From an optimization exercise on the open Yosys and OpenROAD flow, aimed at small area and a short achievable clock period; shortcuts taken in it are not production practice. Function was checked by simulation only, so behaviour that the tests miss may differ from the original. Power and IR drop assume default switching activity.

`design/flow/run.sh`:
```
#!/bin/bash
# synth_recipe.tcl (not shown) runs the flow's synth.tcl, then flattens the netlist and writes it again
# the make line also repeats each setting of config.mk as NAME=value (left out here)
make -C /OpenROAD-flow-scripts/flow DESIGN_CONFIG=/design/flow/config.mk WORK_HOME=/design/flow/orfs CLKGATE_MAP_FILE= SYNTH_SCRIPT=/design/flow/synth_recipe.tcl finish
```
`design/flow/config.mk`:
```
export PLATFORM = sky130hd
export DESIGN_NAME = hq_dh_sequencer
export DESIGN_NICKNAME = hq_dh_sequencer
export VERILOG_FILES = /design/flow/design.v
export SDC_FILE = /design/flow/constraint.sdc
export NUM_CORES = 4
export LEC_CHECK = 0
export CAP_MARGIN = 20
export CORE_MARGIN = 2
export CORE_UTILIZATION = 40
export SLEW_MARGIN = 20
```
`design/flow/constraint.sdc`:
```
create_clock -name core_clock -period 6.0 [get_ports {clk}]
set_input_delay 1.2000 -clock core_clock [delete_from_list [all_inputs] [get_ports {clk}]]
set_output_delay 1.2000 -clock core_clock [all_outputs]
set_load 0.01 [all_outputs]
```
`design/flow/design.v`:
```
module hq_dh_sequencer #(
  parameter int Q       = 8,
  parameter int N       = 16,
  parameter int HQ_ROWS = 4,
  parameter int HQ_COLS = 32,
  parameter int TIMEOUT = 64
) (
  input  logic                clk,
  input  logic                rst,
  input  logic                wr_en,
  input  logic signed [N-1:0] wr_real,
  input  logic signed [N-1:0] wr_im,
  input  logic                start,
  input  logic                Dh_result_valid,
  output logic                loaded,
  output logic                busy,
  output logic                Dh_en,
  output logic signed [N-1:0] out_real,
  output logic signed [N-1:0] out_im,
  output logic [3:0]          q_idx,
  output logic                done,
  output logic                err
);
  localparam int DEPTH  = HQ_ROWS * HQ_COLS;
  localparam int ADDR_W = $clog2(DEPTH);
  localparam int BURST  = 2 * HQ_ROWS;
  localparam int K_W    = $clog2(BURST);
  localparam int LAST_Q = HQ_COLS / 2 - 1;
  localparam int CNT_W  = $clog2(TIMEOUT + 1);
  if (((HQ_COLS % 2) != 0) || (HQ_COLS / 2 > 16) || (Q >= N)) begin : g_param_check
    $error("hq_dh_sequencer: unsupported parameter set");
  end
  typedef enum logic [1:0] {
    S_IDLE,
    S_FEED,
    S_WAIT,
    S_DONE
  } state_t;
  logic signed [N-1:0] r_mem_re [DEPTH];
  logic signed [N-1:0] r_mem_im [DEPTH];
  state_t              r_state,    w_state_nxt;
  logic [ADDR_W-1:0]   r_wr_ptr,   w_wr_ptr_nxt;
  logic                r_loaded,   w_loaded_nxt;
  logic                r_busy,     w_busy_nxt;
  logic                r_err,      w_err_nxt;
  logic                r_done,     w_done_nxt;
  logic                r_dh_en,    w_dh_en_nxt;
  logic [3:0]          r_q,        w_q_nxt;
  logic [K_W-1:0]      r_k,        w_k_nxt;
  logic [CNT_W-1:0]    r_wait_cnt, w_wait_cnt_nxt;
  logic signed [N-1:0] r_out_real, w_out_real_nxt;
  logic signed [N-1:0] r_out_im,   w_out_im_nxt;
  logic                r_valid_d;
  logic                w_accept;
  logic                w_wr_fire;
  logic                w_rd_en;
  logic [ADDR_W-1:0]   w_rd_addr;
  function automatic [ADDR_W-1:0] f_addr(input [3:0] q, input [K_W-1:0] k);
    f_addr = ADDR_W'(q) * ADDR_W'(BURST) + ADDR_W'(k);
  endfunction
  assign w_accept  = (r_state == S_WAIT) && Dh_result_valid && !r_valid_d;
  assign w_wr_fire = (r_state == S_IDLE) && !r_loaded && wr_en;
  always_comb begin
    w_state_nxt    = r_state;
    w_wr_ptr_nxt   = r_wr_ptr;
    w_loaded_nxt   = r_loaded;
    w_busy_nxt     = r_busy;
    w_err_nxt      = r_err;
    w_q_nxt        = r_q;
    w_k_nxt        = r_k;
    w_wait_cnt_nxt = r_wait_cnt;
    w_dh_en_nxt    = 1'b0;
    w_done_nxt     = 1'b0;
    w_rd_en        = 1'b0;
    w_rd_addr      = '0;
    case (r_state)
      S_IDLE: begin
        if (start && r_loaded) begin
          w_state_nxt = S_FEED;
          w_err_nxt   = 1'b0;
          w_busy_nxt  = 1'b1;
          w_q_nxt     = '0;
          w_k_nxt     = '0;
          w_dh_en_nxt = 1'b1;
          w_rd_en     = 1'b1;
          w_rd_addr   = f_addr(4'd0, '0);
        end else if (w_wr_fire) begin
          if (r_wr_ptr == ADDR_W'(DEPTH - 1)) begin
            w_wr_ptr_nxt = '0;
            w_loaded_nxt = 1'b1;
          end else begin
            w_wr_ptr_nxt = r_wr_ptr + ADDR_W'(1);
          end
        end
      end
      S_FEED: begin
        if (r_k == K_W'(BURST - 1)) begin
          w_state_nxt    = S_WAIT;
          w_wait_cnt_nxt = '0;
        end else begin
          w_k_nxt     = r_k + K_W'(1);
          w_dh_en_nxt = 1'b1;
          w_rd_en     = 1'b1;
          w_rd_addr   = f_addr(r_q, r_k + K_W'(1));
        end
      end
      S_WAIT: begin
        if (w_accept) begin
          if (r_q == 4'(LAST_Q)) begin
            w_state_nxt  = S_DONE;
            w_done_nxt   = 1'b1;
            w_busy_nxt   = 1'b0;
            w_loaded_nxt = 1'b0;
            w_wr_ptr_nxt = '0;
          end else begin
            w_state_nxt = S_FEED;
            w_q_nxt     = r_q + 4'd1;
            w_k_nxt     = '0;
            w_dh_en_nxt = 1'b1;
            w_rd_en     = 1'b1;
            w_rd_addr   = f_addr(r_q + 4'd1, '0);
          end
        end else if (r_wait_cnt == CNT_W'(TIMEOUT - 1)) begin
          w_state_nxt = S_IDLE;
          w_err_nxt   = 1'b1;
          w_busy_nxt  = 1'b0;
        end else begin
          w_wait_cnt_nxt = r_wait_cnt + CNT_W'(1);
        end
      end
      S_DONE: begin
        w_state_nxt = S_IDLE;
      end
      default: begin
        w_state_nxt = S_IDLE;
      end
    endcase
  end
  assign w_out_real_nxt = w_rd_en ? r_mem_re[w_rd_addr] : r_out_real;
  assign w_out_im_nxt   = w_rd_en ? r_mem_im[w_rd_addr] : r_out_im;
  always_ff @(posedge clk) begin
    if (rst) begin
      r_state    <= S_IDLE;
      r_wr_ptr   <= '0;
      r_loaded   <= 1'b0;
      r_busy     <= 1'b0;
      r_err      <= 1'b0;
      r_done     <= 1'b0;
      r_dh_en    <= 1'b0;
      r_q        <= '0;
      r_k        <= '0;
      r_wait_cnt <= '0;
      r_out_real <= '0;
      r_out_im   <= '0;
      r_valid_d  <= 1'b0;
    end else begin
      r_state    <= w_state_nxt;
      r_wr_ptr   <= w_wr_ptr_nxt;
      r_loaded   <= w_loaded_nxt;
      r_busy     <= w_busy_nxt;
      r_err      <= w_err_nxt;
      r_done     <= w_done_nxt;
      r_dh_en    <= w_dh_en_nxt;
      r_q        <= w_q_nxt;
      r_k        <= w_k_nxt;
      r_wait_cnt <= w_wait_cnt_nxt;
      r_out_real <= w_out_real_nxt;
      r_out_im   <= w_out_im_nxt;
      r_valid_d  <= Dh_result_valid;
    end
  end
  always_ff @(posedge clk) begin
    if (!rst && w_wr_fire) begin
      r_mem_re[r_wr_ptr] <= wr_real;
      r_mem_im[r_wr_ptr] <= wr_im;
    end
  end
  assign loaded   = r_loaded;
  assign busy     = r_busy;
  assign Dh_en    = r_dh_en;
  assign out_real = r_out_real;
  assign out_im   = r_out_im;
  assign q_idx    = r_q;
  assign done     = r_done;
  assign err      = r_err;
endmodule
```
==> run summary <==
==> cell usage after synthesis, drive strengths merged, types with 22 or more instances <==
| cell type | count | area (sq um) |
|---|---|---|
| a311oi | 47 | 411.6 |
| a221o | 61 | 610.6 |
| edfxtp | 4096 | 123000 |
| mux4 | 520 | 11710 |
| mux2i | 405 | 4054 |
| o31ai | 25 | 187.7 |
| a211oi | 106 | 795.8 |
| and3 | 39 | 244.0 |
| a221oi | 126 | 1104 |
| clkbuf | 320 | 1201 |
| o221ai | 76 | 665.6 |
| o21ai | 241 | 1206 |
| o22ai | 136 | 850.8 |
| nand3 | 255 | 1276 |
| a21oi | 277 | 1386 |
| nand2 | 986 | 3701 |
| a31oi | 94 | 588.1 |
| a2111oi | 23 | 201.4 |
| or3 | 45 | 281.5 |
| buf | 315 | 1523 |
| o311ai | 25 | 219.0 |
| inv | 43 | 161.4 |
| a32oi | 81 | 709.4 |
| nor3 | 120 | 600.6 |
| mux2 | 84 | 945.9 |
| o211ai | 61 | 457.9 |
| nor2 | 264 | 991.0 |
| nand2b | 37 | 231.5 |
| a32o | 22 | 220.2 |
| dfxtp | 61 | 1221 |
==> cells by family (layout without fill, tap and decap cells) <==
family	Yosys count	after routing	share of synthesized area, %
flip-flops	4157	4157	76.42
AND/OR/NAND/NOR	1825	1825	4.844
AO/OA/AOI/OAI	1518	1518	6.547
multiplexers	1009	1009	10.28
buffers and inverters	679	1434	1.777
adder cells (fa/ha/maj)	11	11	0.08467
XOR/XNOR	8	8	0.04311
other	0	8	0
==> worst min path at each step <==
stage                    end  cells after the start
6_report       r_wait_cnt[6]                      2
5_1_grt        r_wait_cnt[6]                      2
4_1_cts        r_wait_cnt[6]                      2
3_5_place_dp   r_wait_cnt[6]                      2
3_3_place_gp   r_wait_cnt[6]                      2
2_1_floorplan  r_wait_cnt[6]                      2
==> final cells by class <==
cell class / instances / area [sq um] / share of cell area (%)
Inverter: 44 / 170.2 / 0.09089
Clock buffer: 511 / 10900 / 5.823
Timing Repair Buffer: 622 / 5872 / 3.136
Multi-Input combinational cell: 4371 / 36700 / 19.60
Tap cell: 5428 / 6792 / 3.627
Antenna cell: 8 / 20.02 / 0.01069
Sequential cell: 4157 / 124200 / 66.35
Clock inverter: 257 / 2545 / 1.359
==> cell usage in the layout, fill, tap and decap left out, types with 64 or more instances in the layout <==
cell type | synthesis | final
nor3_1 | 120 | 119
buf_4 | 23 | 493
buf_12 | 0 | 76
mux2i_1 | 405 | 405
o22ai_1 | 136 | 133
clkinv_2 | 0 | 64
clkinv_1 | 1 | 118
o221ai_1 | 76 | 76
mux2_2 | 84 | 84
mux4_2 | 520 | 520
nor2_4 | 0 | 130
edfxtp_1 | 4096 | 4096
a21oi_1 | 277 | 276
a31oi_1 | 94 | 94
a32oi_1 | 81 | 80
nor2_1 | 264 | 134
clkbuf_1 | 320 | 87
o21ai_0 | 240 | 240
nand3_1 | 255 | 254
clkbuf_16 | 0 | 421
a221oi_1 | 126 | 126
nand2_1 | 986 | 984
a211oi_1 | 106 | 105
==> sequential cells by signal (all words and copies together) (netlist names), 3 cells and up <==
| register | flops |
|---|---|
| r_mem_im | 2048 |
| r_mem_re | 2048 |
| r_out_im | 16 |
| r_out_real | 16 |
| r_wait_cnt | 7 |
| r_wr_ptr | 7 |
| r_q | 4 |
| r_k | 3 |
==> worst max-delay path: stages (launching register included) <==
cell       delay (ps)
dfxtp_4           480
ha_4              230
ha_4              300
and2_4            900
buf_12            330
buf_12            260
buf_4             340
mux2i_1           230
a221oi_1          120
mux2i_1           180
a2111oi_0         130
a21oi_1           830
nand3_1           410
a221o_1           410
==> layer usage <==
metal	GRT usage, %	up-vias
met5	0	-
met4	11.88	12
met3	5.123	981
met2	38.19	6171
met1	34.86	50056
li1	-	38115
==> power groups by stage <==
stage	logic, mW	clock network, mW	registers, mW
2_1_floorplan	0.0632	0	32.5
3_3_place_gp	0.727	0	32.5
3_5_place_dp	0.770	0	32.5
4_1_cts	0.769	26.1	31.9
5_1_grt	0.812	27.2	31.9
6_report	0.788	25.9	31.9
==> impl_metrics.py <==
metrics = {
    "yosys": {
        "synth_nets": 9255,
        "syn_area_per_cell_sq_um": 17.65,
        "synth-async-reset-ratio_pct": 0,
        "ys_seq_area_share_pct": 76.42,
        "synth_edf_count": 4096,
        "ys_types": 72,
        "synthFlopType": "edfxtp_1",
        "ys_seq_elements": 4157,
        "yosys_warnings": 1,
        "syn-cell-area_sq_um": 162500,
        "postSynthCellCount": 9207,
    },
    "pwr": {
        "ir_drop_uv": 266.6,
        "swShare_pct": 20.46,
        "clkPwrFrac_pct": 44.1,
        "power_switching_mw": 11.98,
        "power.internal_mw": 46.58,
        "p_comb_share_pct": 1.3,
        "power.leakage_nw": 57.50,
        "seq_power_share_pct": 54.5,
        "p_per_area_nw_per_um2": 312.8,
        "power_mw": 58.56,
    },
    "run_status": {
        "status": "complete, no violations",
    },
    "floorplanning": {
        "initial_core_util_pct": 40.08,
        "rows": 234,
        "core-area_sq_um": 405500,
        "die_h_um": 641.5,
        "io_pins": 78,
        "fp.dieW_um": 641.5,
        "dieArea_sq_um": 411500,
    },
    "critical_path": {
        "worstSetupPathType": "reg2reg",
        "rr_startpoint": "r_k[0]",
        "critical_path.endpoint": "r_out_im[7]",
        "cp-end-kind": "flip-flop",
        "cp.arrival_ps": 6190,
        "cp-start-kind": "flip-flop",
        "required_ps": 6880,
        "r2r_cells": 13,
        "cp-startpoint": "r_k[0]",
        "path_max_fanout": 33,
        "reg2reg_slack_ps": 690,
        "reg2reg_to": "r_out_im[7]",
    },
    "placement": {
        "placed_cell_area_sq_um": 173600,
        "placed_cells_incl_taps": 14618,
        "hpwl_mm": 315.7,
        "place_congestion": 0.9472,
        "portBuffers": 77,
        "place_ws_ps": 551.9,
    },
    "sta": {
        "fin_ws_ps": 689.7,
        "fmax_mhz": 188.3,
        "rsz0062_at_grt": "false",
        "fin_crit_sh_pct": 88.51,
        "hold_viol": 0,
        "tightest_slew_ps": 1233,
        "finClkSkew_ps": 71.27,
        "hold_ws_ps": 480.2,
        "max_slew_margin_pct": 17.61,
        "finalCriticalPeriod_ps": 5310,
        "finalSetupViolCount": 0,
        "tns_ps": 0,
        "final_max_slew_viol_count": 0,
    },
    "grt": {
        "grt_first_pass_wirelength_mm": 729.7,
        "grt_pass1_vias": 90890,
        "gr-total-overflow": 0,
        "grt_max_degree": 138,
        "antenna_found_initial": 50,
        "global_route.usage.total_pct": 25.15,
    },
    "worst_hold_path": {
        "worstHoldStart": "r_wait_cnt[6]",
        "min_path_type": "reg2reg",
    },
    "clocking": {
        "insertion_delay_ps": 1010,
        "cts.repair.resized": 0,
        "cts_buffer_depth": 4,
        "cts_tree": "built",
        "numCtsBuffers": 418,
        "cts_hold_buf": 0,
        "root_buffer": "clkbuf_16",
        "cts_setup_buffers": 0,
        "h-tree-depth": 5,
        "clk_pin_slew_worst_paths_ps": 60,
        "cts_sinks": 4157,
    },
    "layout": {
        "area_delta_synth_final_pct": 15.19,
        "fill_cells": 33926,
        "fin_cells": 15398,
        "final_cell_area_sq_um": 187200,
        "drive_gt1_share_pct": 19.46,
        "nets": 9662,
        "final_util_pct": 46.17,
    },
    "drt": {
        "wl_mm": 528.5,
        "wl_met3_mm": 58.58,
        "drc_errors": 0,
        "viasPerCell": 6.191,
        "vias": 95335,
        "drtIter0Drc": 15836,
        "wl_met1_mm": 202.9,
        "wire_per_inst_um": 34.33,
        "first_pass_iters": 7,
        "wl_met2_mm": 237.5,
        "postRouteAntennaNets": 0,
        "top_layer": "met5",
    },
    "run": {
        "cap_violations": 0,
    },
}

## re-timing with driven ports
How much do the figures lean on ideal ports? The routed layout below was timed once more, with nothing changed but the port constraints. Step 1 sets driving cells, clkbuf_16 on the clock port and buf_2 on the other inputs (assumed; they add their load-dependent delay and slew). Step 2 also shifts input and output timing later by t, the mid clock arrival at the registers, as if the neighbouring blocks saw the same clock. Three values: ideal, step 1, step 2; two values: the first two.
t, ns: 1.094
setup WS [ns]: 0.690 / 0.690 / 0.210
worst register clock-pin slew, ns: 0.07 / 0.07
After both steps this run still meets setup and hold. The setup slack of this run moves by 0.000 ns with the drivers and by -0.480 ns with both steps.
